What follows belongs to an exercise in optimizing a design on an open flow for small area; a production flow would make more cautious choices. Function was checked by simulation only, so behaviour that the tests miss may differ from the original. Power figures rest on the tool's default switching activity, not on a simulated workload.

## constraint.sdc

```tcl
create_clock -name core_clock -period 5.0 [get_ports {clk_i}]
set_input_delay 1.0000 -clock core_clock [delete_from_list [all_inputs] [get_ports {clk_i}]]
set_output_delay 1.0000 -clock core_clock [all_outputs]
set_load 0.01 [all_outputs]
```

## config.mk

```make
export PLATFORM = sky130hd
export DESIGN_NAME = swls_top
export DESIGN_NICKNAME = swls_top
export VERILOG_FILES = /design/flow/design.v
export SDC_FILE = /design/flow/constraint.sdc
export NUM_CORES = 4
export LEC_CHECK = 0
export CAP_MARGIN = 20
export CORE_MARGIN = 2
export CORE_UTILIZATION = 45
export SLEW_MARGIN = 20
export SYNTH_HIERARCHICAL = 1
```

## flow/run.sh

```bash
#!/bin/bash
# The standard ORFS layout (standard.sh, with the standard flow's synthesis), with three
# changes to how the layout is made:
#  - each input and output port gets a buf_1 as its port buffer;
#  - the clock tree uses clkbuf_8 with sink clusters of up to 20 flip-flops
#    (60 um across), and no dummy loads.
# make's full output goes to flow_make.log here; ORFS keeps each tool's log
# under orfs/logs.
set -euo pipefail
bash standard.sh \
  "BUFFER_PORTS_ARGS=-buffer_cell sky130_fd_sc_hd__buf_1" \
  "CTS_ARGS=-sink_clustering_enable -repair_clock_nets -dont_use_dummy_load -buf_list {sky130_fd_sc_hd__clkbuf_8} -sink_clustering_size 20 -sink_clustering_max_diameter 60" \
  finish > flow_make.log 2>&1
```

## design.v

```verilog
package swls_pkg;
  localparam logic [1:0] ACT_PUSH   = 2'd0;
  localparam logic [1:0] ACT_POP    = 2'd1;
  localparam logic [1:0] ACT_SEARCH = 2'd2;
  localparam logic [1:0] STAT_OK    = 2'd0;
  localparam logic [1:0] STAT_EMPTY = 2'd1;
  localparam logic [1:0] STAT_FULL  = 2'd2;
  typedef struct packed {
    logic [1:0]         action;
    logic signed [31:0] value;
  } req_t;
  typedef struct packed {
    logic [1:0]         status;
    logic signed [31:0] popped_value;
    logic               found;
    logic [3:0]         found_index;
    logic signed [31:0] top_value;
    logic [4:0]         entry_count;
    logic               is_empty;
  } rsp_t;
endpackage
module swls_cell (
  input  logic wr_i,       
  input  logic keep_i,     
  input  logic word_i,     
  input  logic tail_i,     
  input  logic head_i,     
  input  logic pop_i,      
  output logic next_o,     
  output logic popped_o,   
  output logic eq_o        
);
  assign next_o   = (wr_i & word_i) | (keep_i & tail_i);
  assign popped_o = pop_i & tail_i;
  assign eq_o     = ~(head_i ^ word_i);
endmodule
module stack_with_linear_search #(
  parameter int DEPTH      = 16,
  parameter int DATA_WIDTH = 32
) (
  input  logic           clk_i,
  input  logic           rst_ni,
  input  logic           start,
  output logic           busy,
  input  swls_pkg::req_t req_i,
  output logic           rsp_valid_o,
  output swls_pkg::rsp_t rsp_o
);
  localparam int CW = $clog2(DEPTH + 1);
  localparam int IW = $clog2(DEPTH);
  localparam int W  = DATA_WIDTH;
  logic [DEPTH*W-1:0] ring_q;
  logic [W-1:0]       head, tail;
  logic [IW-1:0]      ph_q;
  logic [CW-1:0]      count_q;
  logic               pend_q, ready_q, push_q, wait_q, scan_q;
  logic               popf_q;
  logic [1:0]         st_q, st_d;
  logic               found_q;
  logic [IW-1:0]      idx_q;
  logic [W-1:0]       word_q;
  logic is_push, is_pop, is_search;
  logic full, empty, accept, at_top, wr, clr, keep, hit, beat, ph_last;
  logic [W-1:0]       next_w, popped_w, eq_w;
  assign head = ring_q[W-1:0];              
  assign tail = ring_q[DEPTH*W-1 -: W];     
  assign is_push   = (req_i.action == swls_pkg::ACT_PUSH);
  assign is_pop    = (req_i.action == swls_pkg::ACT_POP);
  assign is_search = (req_i.action == swls_pkg::ACT_SEARCH);
  assign full      = (count_q == CW'(DEPTH));
  assign empty     = (count_q == '0);
  assign ph_last   = (ph_q == IW'(DEPTH - 1));
  assign busy   = pend_q | ~ready_q;
  assign accept = start & ~busy;
  assign at_top = (IW'(ph_q + IW'(1)) == IW'(count_q));
  assign wr     = pend_q & push_q & at_top;
  assign hit    = scan_q & (&eq_w);
  assign beat   = pend_q & ~push_q & ~wait_q & ~scan_q & at_top;
  assign clr    = ~ready_q | (beat & popf_q);
  assign keep   = ~(wr | clr);
  always_comb begin
    st_d = swls_pkg::STAT_OK;
    if (is_push && full)  st_d = swls_pkg::STAT_FULL;
    if (is_pop  && empty) st_d = swls_pkg::STAT_EMPTY;
  end
  for (genvar b = 0; b < W; b++) begin : g_bit
    swls_cell u_bit (
      .wr_i     (wr),
      .keep_i   (keep),
      .word_i   (word_q[b]),
      .tail_i   (tail[b]),
      .head_i   (head[b]),
      .pop_i    (popf_q),
      .next_o   (next_w[b]),
      .popped_o (popped_w[b]),
      .eq_o     (eq_w[b])
    );
  end
  always_ff @(posedge clk_i) begin
    ring_q <= {ring_q[(DEPTH-1)*W-1:0], next_w};
  end
  always_ff @(posedge clk_i or negedge rst_ni) begin
    if (!rst_ni) begin
      ph_q    <= '0;
      count_q <= '0;
      pend_q  <= 1'b0;
      ready_q <= 1'b0;
    end else begin
      ph_q <= ph_q + IW'(1);
      if (ph_last) ready_q <= 1'b1;
      if (accept) begin
        pend_q <= 1'b1;
        if (is_pop && !empty) count_q <= count_q - CW'(1);
      end else begin
        if (beat) pend_q <= 1'b0;
        if (wr)   count_q <= count_q + CW'(1);
      end
    end
  end
  always_ff @(posedge clk_i) begin
    if (accept) begin
      push_q <= is_push & ~full;
      wait_q <= is_search;
      scan_q <= 1'b0;
    end else begin
      if (wr) push_q <= 1'b0;
      if (at_top) scan_q <= 1'b0;
      if (ph_last) begin
        scan_q <= wait_q & ~empty;
        wait_q <= 1'b0;
      end
    end
  end
  always_ff @(posedge clk_i) begin
    if (!pend_q) begin
      st_q    <= st_d;
      popf_q  <= is_pop & ~empty;
      found_q <= 1'b0;
      idx_q   <= '0;
      word_q  <= W'(req_i.value);
    end else if (hit) begin
      found_q <= 1'b1;
      idx_q   <= ph_q;
    end
  end
  assign rsp_valid_o        = beat;
  assign rsp_o.status       = st_q;
  assign rsp_o.popped_value = popped_w;
  assign rsp_o.found        = found_q;
  assign rsp_o.found_index  = idx_q;
  assign rsp_o.top_value    = head;
  assign rsp_o.entry_count  = 5'(count_q);
  assign rsp_o.is_empty     = empty;
endmodule
module swls_top (
  input  logic        clk_i,
  input  logic        rst_ni,
  input  logic        start,
  output logic        busy,
  input  logic [1:0]  req_action,
  input  logic [31:0] req_value,
  output logic        rsp_valid_o,
  output logic [1:0]  rsp_status,
  output logic [31:0] rsp_popped_value,
  output logic        rsp_found,
  output logic [3:0]  rsp_found_index,
  output logic [31:0] rsp_top_value,
  output logic [4:0]  rsp_entry_count,
  output logic        rsp_is_empty
);
  swls_pkg::req_t req;
  swls_pkg::rsp_t rsp;
  assign req.action = req_action;
  assign req.value  = req_value;
  stack_with_linear_search #(
    .DEPTH      (16),
    .DATA_WIDTH (32)
  ) u_stack (
    .clk_i       (clk_i),
    .rst_ni      (rst_ni),
    .start       (start),
    .busy        (busy),
    .req_i       (req),
    .rsp_valid_o (rsp_valid_o),
    .rsp_o       (rsp)
  );
  assign rsp_status       = rsp.status;
  assign rsp_popped_value = rsp.popped_value;
  assign rsp_found        = rsp.found;
  assign rsp_found_index  = rsp.found_index;
  assign rsp_top_value    = rsp.top_value;
  assign rsp_entry_count  = rsp.entry_count;
  assign rsp_is_empty     = rsp.is_empty;
endmodule
```

## standard.sh

```bash
#!/bin/bash
# synth_recipe.tcl (not shown) runs the flow's synth.tcl, then flattens the netlist and writes it again
# the make line also repeats each setting of config.mk as NAME=value (left out here)
make -C /OpenROAD-flow-scripts/flow DESIGN_CONFIG=/design/flow/config.mk WORK_HOME=/design/flow/orfs CLKGATE_MAP_FILE= SYNTH_SCRIPT=/design/flow/synth_recipe.tcl "${@:-finish}"
```

==> run_results.csv, run 1 <==
group,metric,value,unit
logic_synthesis,syn_nets,832,
power_and_ir_drop,powerDensity,539.8,nW/um2
drt,detailroute.via_count,5605,
timing,setup_viol_count_final,0,
critical_path,setup.worst_path.end_class,"primary output",
logic_synthesis,ys_seq_area_share,87.24,%
timing,slew-limit-headroom,34.19,%
clocking,htree_levels,2,
cells_and_area,flow.area_growth_from_synthesis,8.793,%
critical_path,cp_top_family,"buffers and inverters",
power_and_ir_drop,leakage,5.631,nW
placement,buffer_ports.inserted,115,
timing,report.final.slew_viol_count,0,
cells_and_area,finalNetCount,953,
clocking,tritoncts,"done",
grt,grt_max_degree,43,
logic_synthesis,synth_area_leader_cell,"dfxtp_1",
timing,final.setup_skew,57.02,ps
logic_synthesis,post-synth-top-count-cell,"dfxtp_1",
clocking,cts-resized-gates,0,
grt,grt_pass1_vias,5400,
worst_hold_path,timing.hold.worst.class,"reg -> reg",
critical_path,worstSetupStartpointType,"flip-flop",
logic_synthesis,synth_cell_type_count,42,
clocking,cts.reportedPaths.clkPinSlew,110,ps
critical_path,crit_path_max_fanout,42,
drt,drt_iter0_markers,225,
clocking,cts_inserted_buffers,37,
timing,finalCriticalPeriod,3294,ps
timing,tightestPinTransition,985.8,ps
timing,rsz0062_at_grt,"no",
critical_path,rrSetupSlack,2400,ps
logic_synthesis,syn_area,13480,um2
logic_synthesis,synth_common_cells,"dfxtp_1 (518), edfxtp_1 (37), xnor2_1 (36), buf_4 (34)",
logic_synthesis,syn_area_per_cell,17.06,um2
critical_path,timing.critical_path.slowest_stage_cell,"inv_2",
logic_synthesis,synth_warnings,7,
critical_path,cp_bufs_invs,3,
placement,dpl.hpwl,13130,um
grt,antenna_found_initial,3,
logic_synthesis,post_synth_inst_count,790,
clocking,clk-insertion-delay-late,560,ps
critical_path,worst_ep_required_time,4000,ps
critical_path,worst_r2r_startpoint,"u_stack.pend_q",
logic_synthesis,synthDominantCellAreaShare,76.95,%
critical_path,critPathKind,"reg -> out",
grt,grtUsageTotal,12.78,%
clocking,ctsHoldBuffers,0,
clocking,post-cts-setup-buffer-count,0,
logic_synthesis,top_area_cells_in_the_synthesized_netlist,"dfxtp_1 (77%), edfxtp_1 (8.2%), xnor2_1 (2.3%)",
critical_path,cp_data_arrival_time,2290,ps
timing,fmaxAchievable,303.6,MHz
logic_synthesis,synthArstFlopShare,1.943,%
cells_and_area,final_layout_size_suffix_gt1_share,5.391,%
power_and_ir_drop,p_sw,1.868,mW
power_and_ir_drop,worst_ir_drop_vdd,0.0003177,V
critical_path,cpPeakStageDelay,730,ps
floorplan,core_area,29560,um2
critical_path,cp.depth,5,
timing,final_sum_of_negative_setup_slack,0,ps
drt,drt_pass1_iterations,4,
floorplan,fp.dieArea,31340,um2
drt,route.final.wire_length,19920,um
power_and_ir_drop,power_switching_share,23.61,%
worst_hold_path,holdPathEnd,"u_stack.ring_q[173]",
floorplan,die_w,177.0,um
critical_path,reg2regPathDepth,5,
critical_path,regToRegEndpoint,"u_stack.ring_q[18]",
clocking,root_buffer,"clkbuf_8",
clocking,clockBufferDepth,3,
logic_synthesis,ys_ff_latch,566,
logic_synthesis,synth_enable_flop_cells,37,
logic_synthesis,yosys_most_used_dff,"dfxtp_1",
power_and_ir_drop,post_layout_power,7.914,mW
power_and_ir_drop,power.sequential.fraction,67.2,%
drt,drc,0,
worst_hold_path,depth_of_the_worst_hold_timing_path,0,
floorplan,die_y,177.0,um
drt,avgRoutedWirePerCell,15.32,um
clocking,cts.sink_count,566,
floorplan,initial_core_util,45.59,%
grt,grt_pass1_wl,30040,um
grt,grt.overflow.total,0,
drt,route.antenna.remaining_nets,0,
run,cap_violations,0,
drt,post_drt_via_cell_ratio,4.312,
placement,gp_routability_congestion,0.7827,
timing,finalHoldViolations,0,
power_and_ir_drop,pwr-share-clk,23.9,%
timing,post-route-period-util,65.88,%
critical_path,crit_path_cell_trace,"inv_2, nor4_1, nand4_1, inv_1, buf_1",
power_and_ir_drop,cellInternalPower,6.046,mW
cells_and_area,fillerInstances,2570,
floorplan,boundaryPins,116,
worst_hold_path,min-delay-start,"u_stack.ring_q[141]",
floorplan,std_cell_rows,63,
power_and_ir_drop,share_comb_of_total_power,8.9,%
run_status,outcome,"timing/DRC/antenna clean",
cells by family (layout without fill, tap and decap cells):
| group | count (synthesis) | count (layout) | share of synthesized area [%] |
|---|---|---|---|
| buffers and inverters | 44 | 163 | 2.173 |
| adder cells (fa/ha/maj) | 5 | 5 | 0.5200 |
| XOR/XNOR | 41 | 41 | 2.869 |
| flip-flops | 566 | 566 | 87.24 |
| other | 0 | 1 | 0 |
| AO/OA/AOI/OAI | 54 | 54 | 3.333 |
| AND/OR/NAND/NOR | 77 | 77 | 3.565 |
| multiplexers | 3 | 3 | 0.2971 |
metal layers:
metal,vias up,wire length (um),GRT usage [%]
met3,35,1239,3.651
met1,2673,9844,18.18
li1,2776,-,-
met2,119,8428,19.03
met5,-,11,0
met4,2,394,3.650
worst max-delay path by stage:
stage	to	from
2_1_floorplan	rsp_valid_o	u_stack.pend_q
5_1_grt	rsp_valid_o	u_stack.pend_q
6_report	rsp_valid_o	u_stack.pend_q
3_5_place_dp	u_stack.count_q[4]	start
4_1_cts	rsp_valid_o	u_stack.pend_q
3_3_place_gp	u_stack.ring_q[29]	u_stack.ph_q[0]
cells in the final DEF, fill, tap and decap left out, types with 3 or more instances in the layout:
master / n
inv_1: 8
nand4_1: 12
and2_1: 32
or4_1: 3
buf_1: 115
edfxtp_1: 37
dfrtp_1: 11
nand2_1: 9
xnor2_1: 36
a21oi_1: 5
o31ai_1: 4
xor2_1: 3
clkbuf_8: 37
dfxtp_1: 518
nor2_1: 5
a22o_1: 32
ha_1: 4
sequential cells by signal, indices dropped and copies added (netlist names):
signal and count:
u_stack.count_q 5, u_stack.found_q 1, u_stack.idx_q 4, u_stack.pend_q 1
u_stack.ph_q 4, u_stack.popf_q 1, u_stack.push_q 1, u_stack.ready_q 1
u_stack.ring_q 512, u_stack.scan_q 1, u_stack.st_q 2, u_stack.wait_q 1
u_stack.word_q 32
power groups by stage:
stage / clock network, mW / logic [mW] / registers (mW)
after CTS: 1.98 / 0.732 / 5.32
after global placement: 0 / 0.718 / 5.41
after detailed placement: 0 / 0.730 / 5.42
after floorplan: 0 / 0.523 / 5.33
final: 1.89 / 0.708 / 5.32
after global routing: 2.15 / 0.780 / 5.37
stage by stage:
step | utilization [%] | cell area [um2] | hold WS [ps] | std cells | setup WS, ps
floorplan | - | 13480 | 309.6 | 790 | 2113
global placement | 47.86 | 14150 | 309.7 | 1262 | 2012
detailed placement | 47.86 | 14150 | 312.1 | 1262 | 2140
CTS | 49.59 | 14660 | 285.8 | 1299 | 1606
global route | 49.59 | 14660 | 281.0 | 1299 | 1532
finish | 49.60 | 14660 | 283.2 | 1300 | 1706
cell type report:
cell class | count | area [um2] | share of cell area (%)
Inverter | 10 | 38.79 | 0.2646
Clock buffer | 37 | 509.2 | 3.474
Sequential cell | 566 | 11760 | 80.19
Timing Repair Buffer | 116 | 439.2 | 2.996
Antenna cell | 1 | 2.502 | 0.01707
Multi-Input combinational cell | 180 | 1426 | 9.729
Tap cell | 390 | 488.0 | 3.328
==> run 2, diff against run 1 <==
--- a/design.v
+++ b/design.v
@@ -76,6 +76,7 @@
   assign wr     = pend_q & push_q & at_top;
   assign hit    = scan_q & (&eq_w);
   assign beat   = pend_q & ~push_q & ~wait_q & ~scan_q & at_top;
+  assign popf_q = ~st_q[1] & st_q[0];
   assign clr    = ~ready_q | (beat & popf_q);
   assign keep   = ~(wr | clr);
   always_comb begin
@@ -133,8 +134,7 @@
   end
   always_ff @(posedge clk_i) begin
     if (!pend_q) begin
-      st_q    <= st_d;
-      popf_q  <= is_pop & ~empty;
+      st_q    <= {is_push & full | is_pop & empty, is_pop};
       found_q <= 1'b0;
       idx_q   <= '0;
       word_q  <= W'(req_i.value);
@@ -144,7 +144,7 @@
     end
   end
   assign rsp_valid_o        = beat;
-  assign rsp_o.status       = st_q;
+  assign rsp_o.status       = {st_q[1] & ~st_q[0], st_q[1] & st_q[0]};
   assign rsp_o.popped_value = popped_w;
   assign rsp_o.found        = found_q;
   assign rsp_o.found_index  = idx_q;
==> flow/run.sh (replaced) <==
#!/bin/bash
# The standard ORFS layout (standard.sh, with the standard flow's synthesis script), with
# these changes to how the layout is made:
#  - synthesis maps logic with an area-oriented ABC script (abc_area_nf.script,
#    ABC's &nf -a mapper, without ABC's buffering and resizing); flip-flops are
#    mapped by Yosys before ABC as usual, so the registers are the standard
#    synthesis's. ORFS reads this script from SCRIPTS_DIR, so the flow runs
#    from a copy of ORFS's scripts folder with only that file replaced;
#  - each input and output port gets a buf_1 as its port buffer;
#  - the clock tree uses clkbuf_8 with sink clusters of up to 20 flip-flops
#    (60 um across), and no dummy loads.
# make's full output goes to flow_make.log here; ORFS keeps each tool's log
# under orfs/logs.
set -euo pipefail
here=$(pwd)
rm -rf "$here/scripts_copy"
cp -r "$FLOW_HOME/scripts" "$here/scripts_copy"
cp "$here/flow/abc_area_nf.script" "$here/scripts_copy/abc_speed.script"
bash standard.sh \
  "SCRIPTS_DIR=$here/scripts_copy" \
  "BUFFER_PORTS_ARGS=-buffer_cell sky130_fd_sc_hd__buf_1" \
  "CTS_ARGS=-sink_clustering_enable -repair_clock_nets -dont_use_dummy_load -buf_list {sky130_fd_sc_hd__clkbuf_8} -sink_clustering_size 20 -sink_clustering_max_diameter 60" \
  finish > flow_make.log 2>&1
==> flow/abc_area_nf.script (new file) <==
strash
&get -n
&st
&dch
&nf -a
&put
topo
==> run 2 against run 1 <==
  * Largest power group unchanged
  * Critical path depth increased by 1
  * Largest cell class unchanged
  * Via count decreased by 2.5%
  * Critical path type unchanged
  * Highest routed layer is now met4
  * Still clean
  * Synthesized cell count decreased by 1.1%
  * Final area decreased by 1.0%
==> run_results.csv, run 2 <==
group,metric,value,unit
placement,buffer_ports.inserted,115,
clocking,tritoncts,"done",
timing,slew-limit-headroom,31.96,%
critical_path,worstSetupStartpointType,"flip-flop",
drt,drt_iter0_markers,181,
timing,report.final.slew_viol_count,0,
drt,route.antenna.remaining_nets,0,
timing,setup_viol_count_final,0,
grt,grt_pass1_vias,5320,
clocking,cts.reportedPaths.clkPinSlew,110,ps
clocking,root_buffer,"clkbuf_8",
worst_hold_path,depth_of_the_worst_hold_timing_path,0,
critical_path,crit_path_cell_trace,"ha_1, xor2_1, xnor2_1, nand4_1, nor3_1, buf_1",
logic_synthesis,synth_area_leader_cell,"dfxtp_1",
logic_synthesis,syn_area,13320,um2
placement,gp_routability_congestion,0.7611,
clocking,htree_levels,2,
cells_and_area,fillerInstances,2465,
cells_and_area,post-route-util,50.14,%
floorplan,boundaryPins,116,
cells_and_area,most_common_library_cell_in_the_layout_ignoring_fill_and_taps,"dfxtp_1",
timing,final.setup_skew,63.26,ps
power_and_ir_drop,powerDensity,443.0,nW/um2
worst_hold_path,timing.hold.worst.class,"reg -> reg",
timing,rsz0062_at_grt,"no",
logic_synthesis,synth_enable_flop_cells,36,
critical_path,cp.depth,6,
floorplan,fp.dieArea,31000,um2
clocking,cts-resized-gates,0,
critical_path,cp_bufs_invs,1,
timing,tightestPinTransition,1018,ps
cells_and_area,final_layout_size_suffix_gt1_share,4.561,%
grt,grt.overflow.total,0,
logic_synthesis,synthArstFlopShare,1.947,%
grt,antenna_found_initial,0,
floorplan,core_area,28940,um2
critical_path,cpPeakStageDelay,570,ps
timing,finalCriticalPeriod,3673,ps
timing,final_sum_of_negative_setup_slack,0,ps
cells_and_area,largest_register,"u_stack.ring_q",
clocking,cts_inserted_buffers,36,
power_and_ir_drop,post_layout_power,6.427,mW
timing,fmaxAchievable,272.2,MHz
logic_synthesis,post-synth-top-count-cell,"dfxtp_1",
critical_path,worst_ep_required_time,4000,ps
drt,avgRoutedWirePerCell,14.48,um
cells_and_area,post-route-cell-area,14510,um2
grt,grt_pass1_wl,28670,um
grt,grtUsageTotal,12.03,%
run,cap_violations,0,
cells_and_area,flow.area_growth_from_synthesis,8.913,%
grt,grt_max_degree,44,
logic_synthesis,ys_seq_area_share,88.02,%
drt,drc,0,
logic_synthesis,synth_warnings,7,
clocking,post-cts-setup-buffer-count,0,
logic_synthesis,syn_area_per_cell,17.06,um2
cells_and_area,final-instance-count-excl-fill,1283,
floorplan,std_cell_rows,62,
critical_path,reg2regPathDepth,8,
run_status,outcome,"timing/DRC/antenna clean",
placement,placed_cells_incl_taps,1247,
floorplan,initial_core_util,46.04,%
clocking,ctsHoldBuffers,0,
clocking,clockBufferDepth,3,
logic_synthesis,syn_nets,823,
logic_synthesis,synth_common_cells,"dfxtp_1 (518), xnor2_1 (40), edfxtp_1 (36), buf_4 (34), and2_0 (33)",
drt,post_drt_via_cell_ratio,4.260,
critical_path,critPathKind,"reg -> out",
critical_path,cp_data_arrival_time,2670,ps
clocking,clk-insertion-delay-late,540,ps
critical_path,cp_top_family,"simple AND/OR/NAND/NOR gates",
critical_path,crit_path_max_fanout,5,
placement,dpl.hpwl,11660,um
logic_synthesis,top_area_cells_in_the_synthesized_netlist,"dfxtp_1 (78%), edfxtp_1 (8.1%), xnor2_1 (2.6%)",
critical_path,setup.worst_path.end_class,"primary output",
cells_and_area,largest_reg_flops,512,
drt,route.final.wire_length,18570,um
logic_synthesis,synthDominantCellAreaShare,77.84,%
drt,drt_pass1_iterations,4,
logic_synthesis,yosys_most_used_dff,"dfxtp_1",
logic_synthesis,ys_ff_latch,565,
critical_path,timing.critical_path.slowest_stage_cell,"nor3_1",
clocking,cts.sink_count,565,
logic_synthesis,post_synth_inst_count,781,
logic_synthesis,synth_cell_type_count,28,
drt,detailroute.via_count,5465,
floorplan,die_w,176.1,um
cells_and_area,layout_common_cells,"dfxtp_1 (518), buf_1 (115), xnor2_1 (40)",
placement,placement.cell_area,14010,um2
cells_and_area,finalNetCount,943,
timing,finalHoldViolations,0,
power_and_ir_drop,worst_ir_drop_vdd,0.0002628,V
timing,post-route-period-util,73.46,%
cells_and_area,antenna_cells_inserted,0,
power_and_ir_drop,leakage,5.538,nW
cells_and_area,biggestRegsByFlops,"u_stack.ring_q: 512 flops, u_stack.word_q: 32 flops, u_stack.count_q: 5 flops",
floorplan,die_y,176.1,um
## run 2: cell count changes after synthesis, sizes merged, moves of 3 or more
cell	before	now
inv	8	0
clkinv	2	9
nand3	2	8
mux2i	1	5
o31ai	4	0
xnor2	36	40
nand4	12	9
o21ai	1	4
or4	3	0
## run 2: kinds of logic (layout without fill, tap and decap cells)
group	Yosys count	after routing	synth area share [%]
AO/OA/AOI/OAI	44	44	2.630
XOR/XNOR	43	43	2.940
buffers and inverters	43	161	2.170
multiplexers	8	8	0.6293
AND/OR/NAND/NOR	73	73	3.081
adder cells (fa/ha/maj)	5	5	0.5260
flip-flops	565	565	88.02
## run 2: worst paths after layout
| path | end | slack [ps] | startpoint |
|---|---|---|---|
| max reg2reg | u_stack.ring_q[27] | 2060 | u_stack.ph_q[0] |
| max | rsp_valid_o | 1330 | u_stack.ph_q[0] |
| min | u_stack.ring_q[396] | 270 | u_stack.ring_q[364] |
| max in group asynchronous | u_stack.count_q[2] | 4140 | rst_ni |
| min reg2reg | u_stack.ring_q[396] | 270 | u_stack.ring_q[364] |
| min in group asynchronous | u_stack.ph_q[1] | 420 | rst_ni |
## run 2: area by class of cell
type / count / area [um2] / share of cell area, %
repair buffers: 116 / 439.2 / 3.027
inverters: 9 / 33.78 / 0.2328
flip-flops and latches: 565 / 11730 / 80.82
multi-input cells: 173 / 1334 / 9.193
clock buffers: 36 / 495.5 / 3.415
well taps: 384 / 480.5 / 3.311
## run 2: where the power goes
part	switching, mW	internal, mW	total, mW
registers	0	4.54	4.54
logic	0.00905	0.00654	0.0156
clock network	1.21	0.654	1.87
total	1.22	5.20	6.43
## run 2: per-layer routing
metal  global-route usage, %  wire length (um)
met1                   17.40              9355
met2                   17.60              7744
met3                   3.273              1039
met4                   3.891               434
met5                       0                 0
## run 2: metrics by stage
stage	worst slack (ps)	hold WS [ps]
after floorplan	1333	309.6
after global placement	1997	309.8
after detailed placement	1931	312.1
after CTS	1285	271.5
after global routing	1157	264.8
final	1327	274.6
==> run 3, diff against run 2 <==
--- a/config.mk
+++ b/config.mk
@@ -7,6 +7,7 @@
 export LEC_CHECK = 0
 export CAP_MARGIN = 20
 export CORE_MARGIN = 2
-export CORE_UTILIZATION = 45
+export CORE_UTILIZATION = 60
+export PLACE_DENSITY = 0.85
 export SLEW_MARGIN = 20
 export SYNTH_HIERARCHICAL = 1
==> run 3 against run 2 <==
  * Still clean
  * Global-route usage rose by 3.9 points
  * Flip-flop and latch count did not move
  * Final cell count fell by 8.3%
  * Final area fell by 1.1%
  * Non-clock buffer count did not move
  * Setup slack got worse by 21 ps
  * Utilization rose by 16 points
  * Sequential share of layout area rose by 0.89 points
  * Critical endpoint unchanged
  * Highest routed layer unchanged
==> run_results.csv, run 3 <==
group,metric,value,unit
timing,setup_viol_count_final,0,
cells_and_area,finalNetCount,941,
power_and_ir_drop,powerDensity,443.6,nW/um2
clocking,root_buffer,"clkbuf_8",
timing,final_sum_of_negative_setup_slack,0,ps
placement,buffer_ports.inserted,115,
cells_and_area,multi_input_comb_area,1334,um2
grt,grt_pass1_vias,5566,
timing,final.setup_skew,38.43,ps
floorplan,boundaryPins,116,
logic_synthesis,post-synth-top-count-cell,"dfxtp_1",
placement,placed_cells_incl_taps,1143,
logic_synthesis,ys_ff_latch,565,
clocking,post-cts-setup-buffer-count,0,
clocking,htree_levels,2,
timing,rsz0062_at_grt,"no",
power_and_ir_drop,worst_ir_drop_vdd,0.0003001,V
critical_path,crit_path_max_fanout,5,
drt,route.antenna.remaining_nets,0,
grt,grt.overflow.total,0,
cells_and_area,antenna_cells_inserted,0,
critical_path,worst_r2r_startpoint,"u_stack.ph_q[0]",
logic_synthesis,synth_warnings,7,
logic_synthesis,synthDominantCellAreaShare,77.84,%
timing,tightestPinTransition,1023,ps
drt,detailroute.via_count,5516,
logic_synthesis,top_area_cells_in_the_synthesized_netlist,"dfxtp_1 (78%), edfxtp_1 (8.1%), xnor2_1 (2.6%)",
floorplan,die_w,153.0,um
worst_hold_path,timing.hold.worst.class,"reg -> reg",
critical_path,setup.worst_path.end_class,"primary output",
logic_synthesis,syn_nets,823,
timing,finalCriticalPeriod,3694,ps
logic_synthesis,yosys_most_used_dff,"dfxtp_1",
cells_and_area,flow.area_growth_from_synthesis,7.730,%
cells_and_area,ff_latch_area,11730,um2
grt,grt_max_degree,44,
grt,antenna_found_initial,0,
logic_synthesis,ys_seq_area_share,88.02,%
critical_path,worstSetupStartpointType,"flip-flop",
clocking,cts-resized-gates,0,
drt,post_drt_via_cell_ratio,4.686,
drt,drt_pass1_iterations,4,
drt,avgRoutedWirePerCell,15.83,um
floorplan,die_y,153.0,um
cells_and_area,fillerInstances,1502,
drt,drt_iter0_markers,223,
logic_synthesis,synth_area_leader_cell,"dfxtp_1",
cells_and_area,biggestRegsByFlops,"u_stack.ring_q: 512 flops, u_stack.word_q: 32 flops, u_stack.count_q: 5 flops",
timing,fmaxAchievable,270.7,MHz
grt,grt_pass1_wl,29030,um
logic_synthesis,yosys.area_share.xor_xnor,2.940,%
run,cap_violations,0,
cells_and_area,most_common_library_cell_in_the_layout_ignoring_fill_and_taps,"dfxtp_1",
placement,dpl.hpwl,12000,um
floorplan,fp.dieArea,23410,um2
grt,grtUsageTotal,15.90,%
floorplan,std_cell_rows,54,
clocking,cts.reportedPaths.clkPinSlew,110,ps
logic_synthesis,synth_compound_gate_area_share,2.630,%
floorplan,initial_core_util,61.04,%
timing,slew-limit-headroom,31.65,%
critical_path,cp_data_arrival_time,2690,ps
clocking,tritoncts,"done",
cells_and_area,final-instance-count-excl-fill,1177,
power_and_ir_drop,post_layout_power,6.366,mW
logic_synthesis,post_synth_inst_count,781,
critical_path,rrSetupSlack,2020,ps
placement,gp_routability_congestion,0.7907,
clocking,cts.sink_count,565,
logic_synthesis,post_synthesis_adder_cell_area_fraction,0.5260,%
drt,route.final.wire_length,18630,um
clocking,clk-insertion-delay-late,550,ps
logic_synthesis,synth_cell_type_count,28,
power_and_ir_drop,leakage,5.524,nW
logic_synthesis,post_synth_and_or_nand_nor_area_fraction,3.081,%
floorplan,core_area,21820,um2
clocking,cts_inserted_buffers,34,
cells_and_area,post-route-util,65.76,%
timing,post-route-period-util,73.87,%
logic_synthesis,syn_area,13320,um2
logic_synthesis,synth_enable_flop_cells,36,
critical_path,reg2regPathDepth,8,
logic_synthesis,syn_area_per_cell,17.06,um2
logic_synthesis,synthMuxAreaShare,0.6293,%
cells_and_area,layout_common_cells,"dfxtp_1 (518), buf_1 (115), xnor2_1 (40)",
logic_synthesis,largest_family_of_logic_cells_by_synthesized_area,"simple AND/OR/NAND/NOR gates",
critical_path,cp-endpoint,"rsp_valid_o",
timing,finalHoldViolations,0,
clocking,ctsHoldBuffers,0,
critical_path,regToRegEndpoint,"u_stack.ring_q[22]",
drt,drc,0,
timing,report.final.slew_viol_count,0,
cells_and_area,largest_reg_flops,512,
critical_path,critPathKind,"reg -> out",
logic_synthesis,synth_common_cells,"dfxtp_1 (518), xnor2_1 (40), edfxtp_1 (36), buf_4 (34), and2_0 (33)",
run_status,outcome,"timing/DRC/antenna clean",
cells_and_area,final_layout_size_suffix_gt1_share,4.348,%
clocking,clockBufferDepth,3,
logic_synthesis,synthArstFlopShare,1.947,%
critical_path,crit_start,"u_stack.ph_q[0]",
cells_and_area,largest_register,"u_stack.ring_q",
critical_path,worst_ep_required_time,4000,ps
run 3: cell counts after synthesis:
Identical to the previous run, type by type.
run 3: power by group:
part | internal, mW | leakage [nW] | switching, mW | total, mW
sequential | 4.54 | 4.66 | 0 | 4.54
combinational | 0.00653 | 0.615 | 0.00800 | 0.0145
clock | 0.620 | 0.244 | 1.19 | 1.81
total | 5.17 | 5.52 | 1.20 | 6.37
run 3: how the worst min path moves through the flow:
stage / from / endpoint / slack, ps / depth (start not counted)
after CTS: u_stack.ring_q[110] / u_stack.ring_q[142] / 320 / 0
final: u_stack.ring_q[308] / u_stack.ring_q[340] / 310 / 0
after global placement: u_stack.ring_q[44] / u_stack.ring_q[76] / 310 / 0
after detailed placement: u_stack.ring_q[178] / u_stack.ring_q[210] / 310 / 0
after global routing: u_stack.ring_q[473] / u_stack.ring_q[505] / 310 / 0
after floorplan: u_stack.ring_q[68] / u_stack.ring_q[100] / 310 / 0
run 3: layout make-up:
class	instances	share of cell area (%)
Sequential cell	565	81.71
Tap cell	280	2.441
Multi-Input combinational cell	173	9.294
Timing Repair Buffer	116	3.060
Inverter	9	0.2354
Clock buffer	34	3.261
run 3: cells by family after synthesis:
logic type / Yosys count
AOI/OAI and AO/OA: 44
DFF: 565
and+or+nand+nor: 73
adders and majority gates: 5
buffers and inverters: 43
muxes: 8
xor gates and xnor gates: 43
run 3: worst max-delay path: stages, from the launching register on:
cell     delay [ps]
dfrtp_1         440
ha_1            250
xor2_1          260
xnor2_1         160
nand4_1         270
nor3_1          580
buf_1           210
run 3: metal layers:
metal	global-route usage [%]	wire length, um
met1	22.73	9124
met2	24.30	8182
met3	3.828	916
met4	5.203	408
met5	0	0
run 3: stage by stage:
step,instance area [um2],setup slack (ps),hold WS (ps)
floorplan,13320,1333,309.6
global placement,13880,2041,310.1
detailed placement,13880,1897,312.1
CTS,14350,1286,317.8
global route,14350,1050,311.0
finish,14350,1306,313.8
==> run 4, diff against run 3 <==
--- a/flow/run.sh
+++ b/flow/run.sh
@@ -7,8 +7,8 @@
 #    synthesis's. ORFS reads this script from SCRIPTS_DIR, so the flow runs
 #    from a copy of ORFS's scripts folder with only that file replaced;
 #  - each input and output port gets a buf_1 as its port buffer;
-#  - the clock tree uses clkbuf_8 with sink clusters of up to 20 flip-flops
-#    (60 um across), and no dummy loads.
+#  - the clock tree uses clkbuf_4 with sink clusters of up to 12 flip-flops
+#    (40 um across), and no dummy loads.
 # make's full output goes to flow_make.log here; ORFS keeps each tool's log
 # under orfs/logs.
 set -euo pipefail
@@ -19,5 +19,5 @@
 bash standard.sh \
   "SCRIPTS_DIR=$here/scripts_copy" \
   "BUFFER_PORTS_ARGS=-buffer_cell sky130_fd_sc_hd__buf_1" \
-  "CTS_ARGS=-sink_clustering_enable -repair_clock_nets -dont_use_dummy_load -buf_list {sky130_fd_sc_hd__clkbuf_8} -sink_clustering_size 20 -sink_clustering_max_diameter 60" \
+  "CTS_ARGS=-sink_clustering_enable -repair_clock_nets -dont_use_dummy_load -buf_list {sky130_fd_sc_hd__clkbuf_4} -sink_clustering_size 12 -sink_clustering_max_diameter 40" \
   finish > flow_make.log 2>&1
==> run 4 against run 3 <==
  * Largest cell class unchanged
  * Sequential share of layout area increased by 0.30 points
  * Critical path depth did not move
  * Non-clock buffer count did not move
  * Still clean
  * Final cell count up 1.9%
==> run_results.csv, run 4 <==
group,metric,value,unit
run_status,outcome,"timing/DRC/antenna clean",
clocking,root_buffer,"clkbuf_4",
timing,finalHoldViolations,0,
logic_synthesis,post-synth-top-count-cell,"dfxtp_1",
placement,dpl.hpwl,12000,um
power_and_ir_drop,post_layout_power,6.253,mW
clocking,ctsHoldBuffers,0,
timing,fmaxAchievable,259.6,MHz
clocking,cts-resized-gates,0,
cells_and_area,flow.area_growth_from_synthesis,7.335,%
drt,drc,0,
clocking,post-cts-setup-buffer-count,0,
critical_path,critPathKind,"reg -> out",
floorplan,die_y,153.0,um
floorplan,fp.dieArea,23410,um2
timing,post-route-period-util,77.03,%
cells_and_area,finalNetCount,962,
cells_and_area,final_layout_size_suffix_gt1_share,6.536,%
critical_path,crit_path_max_fanout,5,
cells_and_area,largest_register,"u_stack.ring_q",
grt,grt_max_degree,44,
timing,hold_slack,272.1,ps
logic_synthesis,post_synth_inst_count,781,
power_and_ir_drop,worst_ir_drop_vdd,0.0002745,V
drt,avgRoutedWirePerCell,15.60,um
critical_path,regToRegEndpoint,"u_stack.ring_q[23]",
timing,finalCriticalPeriod,3851,ps
drt,detailroute.via_count,5666,
power_and_ir_drop,leakage,5.533,nW
logic_synthesis,synthArstFlopShare,1.947,%
logic_synthesis,syn_area,13320,um2
drt,route.antenna.remaining_nets,0,
critical_path,worst_ep_required_time,4000,ps
logic_synthesis,synth_common_cells,"dfxtp_1 (518), xnor2_1 (40), edfxtp_1 (36), buf_4 (34), and2_0 (33)",
cells_and_area,biggestRegsByFlops,"u_stack.ring_q: 512 flops, u_stack.word_q: 32 flops, u_stack.count_q: 5 flops",
timing,rsz0062_at_grt,"no",
timing,setup_viol_count_final,0,
timing,final.setup_skew,60.94,ps
grt,grtUsageTotal,16.16,%
placement,buffer_ports.inserted,115,
drt,post_drt_via_cell_ratio,4.726,
timing,tightestPinTransition,1051,ps
floorplan,std_cell_rows,54,
logic_synthesis,syn_nets,823,
critical_path,setup.worst_path.end_class,"primary output",
floorplan,die_w,153.0,um
logic_synthesis,ys_ff_latch,565,
clocking,clk-insertion-delay-late,690,ps
logic_synthesis,syn_area_per_cell,17.06,um2
logic_synthesis,synth_warnings,7,
timing,final_sum_of_negative_setup_slack,0,ps
grt,grt_pass1_wl,29580,um
drt,drt_iter0_markers,220,
floorplan,boundaryPins,116,
logic_synthesis,synthDominantCellAreaShare,77.84,%
worst_hold_path,timing.hold.worst.class,"in -> async",
floorplan,initial_core_util,61.04,%
floorplan,core_area,21820,um2
logic_synthesis,top_area_cells_in_the_synthesized_netlist,"dfxtp_1 (78%), edfxtp_1 (8.1%), xnor2_1 (2.6%)",
critical_path,crit_start,"u_stack.ph_q[0]",
critical_path,reg2regPathDepth,8,
logic_synthesis,ys_seq_area_share,88.02,%
cells_and_area,layout_common_cells,"dfxtp_1 (518), buf_1 (115), clkbuf_4 (55)",
logic_synthesis,synth_enable_flop_cells,36,
clocking,cts.reportedPaths.clkPinSlew,120,ps
clocking,clockBufferDepth,3,
grt,grt.overflow.total,0,
critical_path,rrSetupSlack,2000,ps
critical_path,worstSetupStartpointType,"flip-flop",
critical_path,cp-endpoint,"rsp_valid_o",
logic_synthesis,yosys_most_used_dff,"dfxtp_1",
cells_and_area,largest_reg_flops,512,
placement,gp_routability_congestion,0.7907,
run,cap_violations,0,
power_and_ir_drop,powerDensity,437.3,nW/um2
clocking,cts.sink_count,565,
grt,grt_pass1_vias,5777,
grt,antenna_found_initial,1,
logic_synthesis,synth_area_leader_cell,"dfxtp_1",
clocking,cts_inserted_buffers,55,
drt,drt_pass1_iterations,4,
timing,slew-limit-headroom,29.78,%
timing,report.final.slew_viol_count,0,
cells_and_area,fillerInstances,1532,
critical_path,cp_data_arrival_time,2850,ps
clocking,htree_levels,2,
clocking,tritoncts,"done",
logic_synthesis,synth_cell_type_count,28,
critical_path,worst_r2r_startpoint,"u_stack.ph_q[0]",
drt,route.final.wire_length,18710,um
cells_and_area,most_common_library_cell_in_the_layout_ignoring_fill_and_taps,"dfxtp_1",
-- run 4: power by group --
part           total (mW)  switching (mW)  internal [mW]
combinational      0.0145         0.00795        0.00653
sequential           4.54               0           4.54
clock                1.70            1.19          0.507
-- run 4: logic make-up (layout without fill, tap and decap cells) --
family	after synthesis	in the layout	synth area share, %
and+or+nand+nor	73	73	3.081
DFF	565	565	88.02
xor gates and xnor gates	43	43	2.940
other	0	1	0
adders and majority gates	5	5	0.5260
AOI/OAI and AO/OA	44	44	2.630
muxes	8	8	0.6293
buffers and inverters	43	180	2.170
-- run 4: area by class of cell --
type                    instances  area (um2)  area share [%]
well taps                     280       350.3           2.450
flip-flops and latches        565       11730           82.01
repair buffers                116       439.2           3.071
multi-input cells             173        1334           9.328
inverters                       9       33.78          0.2363
diodes                          1       2.502         0.01750
clock buffers                  55       412.9           2.888
-- run 4: worst min-delay path by stage --
stage,startpoint,endpoint,slack [ps],depth (start not counted)
6_report,rst_ni,u_stack.ready_q,270,1
2_1_floorplan,u_stack.ring_q[68],u_stack.ring_q[100],310,0
5_1_grt,rst_ni,u_stack.ready_q,240,1
4_1_cts,rst_ni,u_stack.ready_q,230,1
3_5_place_dp,u_stack.ring_q[178],u_stack.ring_q[210],310,0
3_3_place_gp,u_stack.ring_q[44],u_stack.ring_q[76],310,0
-- run 4: critical path: stages, from the launching register on --
cell     delay, ps
dfrtp_1        440
ha_1           250
xor2_1         250
xnor2_1        150
nand4_1        260
nor3_1         610
buf_1          210
-- run 4: routing by layer --
layer / GRT usage, % / wire, um / up-vias
met2: 24.54 / 8396 / 144
met5: 0 / 0 / -
met4: 6.129 / 397 / 0
met3: 4.310 / 1026 / 40
li1: - / - / 2768
met1: 22.56 / 8887 / 2714
-- run 4: through the flow --
| step | util, % | instance area (um2) | instances | setup WS, ps |
|---|---|---|---|---|
| 2_1_floorplan | - | 13320 | 781 | 1333 |
| 3_3_place_gp | 63.62 | 13880 | 1143 | 2041 |
| 3_5_place_dp | 63.62 | 13880 | 1143 | 1897 |
| 4_1_cts | 65.51 | 14300 | 1198 | 1138 |
| 5_1_grt | 65.52 | 14300 | 1199 | 898.6 |
| 6_report | 65.52 | 14300 | 1199 | 1149 |
==> run 5, diff against run 4 <==
--- a/design.v
+++ b/design.v
@@ -54,6 +54,7 @@
   logic [IW-1:0]      ph_q;
   logic [CW-1:0]      count_q;
   logic               pend_q, ready_q, push_q, wait_q, scan_q;
+  logic [1:0]         step_q;
   logic               popf_q;
   logic [1:0]         st_q, st_d;
   logic               found_q;
@@ -75,7 +76,7 @@
   assign at_top = (IW'(ph_q + IW'(1)) == IW'(count_q));
   assign wr     = pend_q & push_q & at_top;
   assign hit    = scan_q & (&eq_w);
-  assign beat   = pend_q & ~push_q & ~wait_q & ~scan_q & at_top;
+  assign beat   = pend_q & (step_q == 2'b00) & at_top;
   assign popf_q = ~st_q[1] & st_q[0];
   assign clr    = ~ready_q | (beat & popf_q);
   assign keep   = ~(wr | clr);
@@ -120,18 +121,19 @@
   end
   always_ff @(posedge clk_i) begin
     if (accept) begin
-      push_q <= is_push & ~full;
-      wait_q <= is_search;
-      scan_q <= 1'b0;
+      step_q <= {is_search, is_push & ~full};
     end else begin
-      if (wr) push_q <= 1'b0;
-      if (at_top) scan_q <= 1'b0;
-      if (ph_last) begin
-        scan_q <= wait_q & ~empty;
-        wait_q <= 1'b0;
-      end
+      unique case (step_q)
+        2'b01: if (at_top)  step_q <= 2'b00;
+        2'b10: if (ph_last) step_q <= empty ? 2'b00 : 2'b11;
+        2'b11: if (at_top)  step_q <= 2'b00;
+        default: ;
+      endcase
     end
   end
+  assign push_q = (step_q == 2'b01);
+  assign wait_q = (step_q == 2'b10);
+  assign scan_q = (step_q == 2'b11);
   always_ff @(posedge clk_i) begin
     if (!pend_q) begin
       st_q    <= {is_push & full | is_pop & empty, is_pop};
==> flow/run.sh (replaced) <==
#!/bin/bash
# The standard ORFS layout (standard.sh, with the standard flow's synthesis script), with
# these changes to how the layout is made:
#  - synthesis maps logic with an area-oriented ABC script (abc_area_nf.script,
#    ABC's &syn2 and &nf -a, without ABC's buffering and resizing); flip-flops are
#    mapped by Yosys before ABC as usual, so the registers are the standard
#    synthesis's. ORFS reads this script from SCRIPTS_DIR, so the flow runs
#    from a copy of ORFS's scripts folder with only that file replaced;
#  - each input and output port gets a buf_1 as its port buffer;
#  - the clock tree uses clkbuf_4 with sink clusters of up to 12 flip-flops
#    (35 um across), and no dummy loads.
# make's full output goes to flow_make.log here; ORFS keeps each tool's log
# under orfs/logs.
set -euo pipefail
here=$(pwd)
rm -rf "$here/scripts_copy"
cp -r "$FLOW_HOME/scripts" "$here/scripts_copy"
cp "$here/flow/abc_area_nf.script" "$here/scripts_copy/abc_speed.script"
bash standard.sh \
  "SCRIPTS_DIR=$here/scripts_copy" \
  "BUFFER_PORTS_ARGS=-buffer_cell sky130_fd_sc_hd__buf_1" \
  "CTS_ARGS=-sink_clustering_enable -repair_clock_nets -dont_use_dummy_load -buf_list {sky130_fd_sc_hd__clkbuf_4} -sink_clustering_size 12 -sink_clustering_max_diameter 35" \
  finish > flow_make.log 2>&1
==> flow/abc_area_nf.script (replaced) <==
strash
&get -n
&st
&syn2
&dch
&nf -a
&put
topo
==> run 5 against run 4 <==
  * Clock skew increased by 37 ps
  * Global-route usage increased by 0.18 points
  * Critical path depth rose by 1
  * Power increased by 17%
  * Sequential power grew 11%
  * Utilization about the same
  * Sequential share of layout area grew 0.14 points
  * Hold slack improved by 5.4 ps
  * Critical path type unchanged
  * Largest power group unchanged
==> run_results.csv, run 5 <==
group,metric,value,unit
run_status,outcome,"timing/DRC/antenna clean",
logic_synthesis,synthArstFlopShare,1.950,%
critical_path,setup.worst_path.end_class,"primary output",
floorplan,std_cell_rows,54,
power_and_ir_drop,worst_ir_drop_vdd,0.0002966,V
placement,placed_cells_incl_taps,1137,
timing,tightestPinTransition,937.8,ps
drt,detailroute.via_count,5583,
clocking,cts_inserted_buffers,56,
grt,grtUsageTotal,16.34,%
placement,buffer_ports.inserted,115,
timing,hold_slack,277.5,ps
grt,grt_pass1_vias,5720,
power_and_ir_drop,powerDensity,511.7,nW/um2
cells_and_area,most_common_library_cell_in_the_layout_ignoring_fill_and_taps,"dfxtp_1",
floorplan,boundaryPins,116,
logic_synthesis,synth_warnings,7,
cells_and_area,antenna_cells_inserted,0,
cells_and_area,biggestRegsByFlops,"u_stack.ring_q: 512 flops, u_stack.word_q: 32 flops, u_stack.count_q: 5 flops",
logic_synthesis,synth_enable_flop_cells,36,
timing,fmaxAchievable,274.9,MHz
clocking,cts.sink_count,564,
logic_synthesis,syn_area,13290,um2
power_and_ir_drop,post_layout_power,7.291,mW
floorplan,die_y,152.9,um
cells_and_area,final_layout_size_suffix_gt1_share,6.572,%
cells_and_area,layout_common_cells,"dfxtp_1 (517), buf_1 (115), clkbuf_4 (56)",
critical_path,timing.critical_path.slowest_stage_cell,"or4_1",
logic_synthesis,post-synth-top-count-cell,"dfxtp_1",
logic_synthesis,post_synth_inst_count,776,
timing,finalHoldViolations,0,
drt,wl_met3,1028,um
logic_synthesis,syn_area_per_cell,17.13,um2
worst_hold_path,timing.hold.worst.class,"reg -> reg",
placement,placement.cell_area,13830,um2
cells_and_area,largest_register,"u_stack.ring_q",
placement,dpl.hpwl,12100,um
critical_path,crit_path_max_fanout,5,
timing,rsz0062_at_grt,"no",
cells_and_area,flow.area_growth_from_synthesis,7.190,%
timing,final.setup_skew,98.34,ps
drt,avgRoutedWirePerCell,15.59,um
drt,top_layer,"met4",
drt,drt_pass1_iterations,4,
floorplan,core_area,21760,um2
drt,drt_iter0_markers,213,
logic_synthesis,syn_nets,818,
cells_and_area,post-route-cell-area,14250,um2
cells_and_area,finalNetCount,957,
cells_and_area,post-route-util,65.50,%
cells_and_area,fillerInstances,1556,
floorplan,initial_core_util,61.11,%
critical_path,critPathKind,"reg -> out",
drt,route.final.wire_length,18590,um
critical_path,cpPeakStageDelay,480,ps
run,cap_violations,0,
drt,route.antenna.remaining_nets,0,
cells_and_area,largest_reg_flops,512,
floorplan,die_w,152.9,um
drt,wl_met2,8121,um
floorplan,fp.dieArea,23360,um2
timing,final_sum_of_negative_setup_slack,0,ps
logic_synthesis,yosys_most_used_dff,"dfxtp_1",
clocking,post-cts-setup-buffer-count,0,
timing,report.final.slew_viol_count,0,
power_and_ir_drop,leakage,5.520,nW
clocking,clockBufferDepth,3,
logic_synthesis,ys_ff_latch,564,
drt,drc,0,
critical_path,crit_path_cell_trace,"ha_1, xor2_1, xnor2_1, nand3_1, or4_1, clkinv_1, buf_1",
clocking,root_buffer,"clkbuf_4",
clocking,clk-insertion-delay-late,690,ps
critical_path,worst_ep_required_time,4000,ps
placement,post-place-ws,1919,ps
timing,post-route-period-util,72.74,%
clocking,tritoncts,"done",
clocking,cts.reportedPaths.clkPinSlew,110,ps
critical_path,worstSetupStartpointType,"flip-flop",
timing,slew-limit-headroom,37.39,%
timing,setup_viol_count_final,0,
timing,post-route-worst-setup-slack,1363,ps
logic_synthesis,synth_common_cells,"dfxtp_1 (517), xnor2_1 (38), edfxtp_1 (36), buf_4 (34), and2_0 (33)",
clocking,htree_levels,2,
logic_synthesis,ys_seq_area_share,88.06,%
logic_synthesis,synthDominantCellAreaShare,77.85,%
cells_and_area,final-instance-count-excl-fill,1193,
critical_path,cp_data_arrival_time,2640,ps
grt,antenna_found_initial,0,
placement,gp_routability_congestion,0.7579,
clocking,cts-resized-gates,0,
grt,grt_max_degree,44,
logic_synthesis,synth_cell_type_count,31,
logic_synthesis,synth_area_leader_cell,"dfxtp_1",
drt,detail_route.wirelength.met1,9111,um
clocking,ctsHoldBuffers,0,
grt,grt_pass1_wl,29590,um
grt,grt.overflow.total,0,
timing,finalCriticalPeriod,3637,ps
drt,post_drt_via_cell_ratio,4.680,
logic_synthesis,top_area_cells_in_the_synthesized_netlist,"dfxtp_1 (78%), edfxtp_1 (8.1%), xnor2_1 (2.5%)",
[run 5: cell types whose count changed in the layout (fill, tap and decap cells not counted), sizes merged, moves of 3 or more]
cell / change
clkinv: -3
xor2: +3
a31o: +3
o21ai: -3
nand3: -5
[run 5: where the power goes]
group / leakage, nW / internal (mW) / switching (mW)
Sequential: 4.64 / 4.86 / 0.200
Combinational: 0.626 / 0.214 / 0.321
Clock: 0.258 / 0.516 / 1.18
Total: 5.52 / 5.59 / 1.70
[run 5: kinds of logic after synthesis]
| kind of cell | share of synthesized area (%) |
|---|---|
| muxes | 0.6306 |
| and+or+nand+nor | 3.012 |
| AOI/OAI and AO/OA | 2.824 |
| xor gates and xnor gates | 2.833 |
| adders and majority gates | 0.5271 |
| DFF | 88.06 |
| buffers and inverters | 2.118 |
[run 5: cell type report]
class	instances	area, um2	area share, %
clock buffers	56	420.4	2.950
inverters	7	26.28	0.1844
multi-input cells	171	1315	9.228
flip-flops and latches	564	11710	82.15
well taps	280	350.3	2.459
repair buffers	115	431.7	3.029
[run 5: path summary, 6_finish.rpt]
| path | from | to | slack [ps] | depth (start not counted) |
|---|---|---|---|---|
| max | u_stack.ph_q[0] | rsp_valid_o | 1360 | 7 |
| min | u_stack.ring_q[141] | u_stack.ring_q[173] | 280 | 0 |
| max reg2reg | u_stack.pend_q | u_stack.count_q[4] | 2180 | 7 |
| min reg2reg | u_stack.ring_q[141] | u_stack.ring_q[173] | 280 | 0 |
| max in group asynchronous | rst_ni | u_stack.ready_q | 4140 | 1 |
| min in group asynchronous | rst_ni | u_stack.count_q[2] | 350 | 1 |
[run 5: critical path, delay by kind of cell (launching register included)]
kind	cells	cell delay [ps]
adder cells (fa/ha/maj)	1	260
flip-flops	1	440
buffers and inverters	2	240
XOR/XNOR	2	480
AND/OR/NAND/NOR	2	570
[run 5: metal layers]
| layer | vias to the layer above | global-route usage (%) |
|---|---|---|
| met4 | 0 | 5.247 |
| met1 | 2636 | 23.39 |
| met3 | 36 | 4.083 |
| li1 | 2763 | - |
| met2 | 148 | 24.86 |
| met5 | - | 0 |

## separate check: timing with driven ports
No port has a modelled driver above. Below, the same layouts with a new extraction and two added sets of constraints. Step 1, drivers: a clkbuf_16 drives clk_i and a buf_2 each remaining input, both assumed. Step 2 times the ports against the registers' clock, not the clock port: input delays grow and output delays shrink by t, the midpoint of the rising clock arrivals with the driver on. Slacks: ideal / step 1 / step 2; pairs: ideal / step 1.
run | shift t [ns] | slack for setup (ns) | worst setup path at the end | clock arrival spread, ns | cell pins on the clock port's net
run 1 | 0.565 | 1.706 / 1.665 / 2.108 | input to register | 0.073 / 0.072 | 1
run 2 | 0.558 | 1.327 / 1.287 / 1.845 | register to output | 0.076 / 0.076 | 1
run 3 | 0.567 | 1.306 / 1.267 / 1.833 | register to output | 0.060 / 0.059 | 1
run 4 | 0.693 | 1.149 / 1.110 / 1.803 | register to output | 0.079 / 0.080 | 1
run 5 | 0.680 | 1.363 / 1.327 / 2.007 | register to output | 0.098 / 0.098 | 1
After both steps every run listed still meets setup and hold.
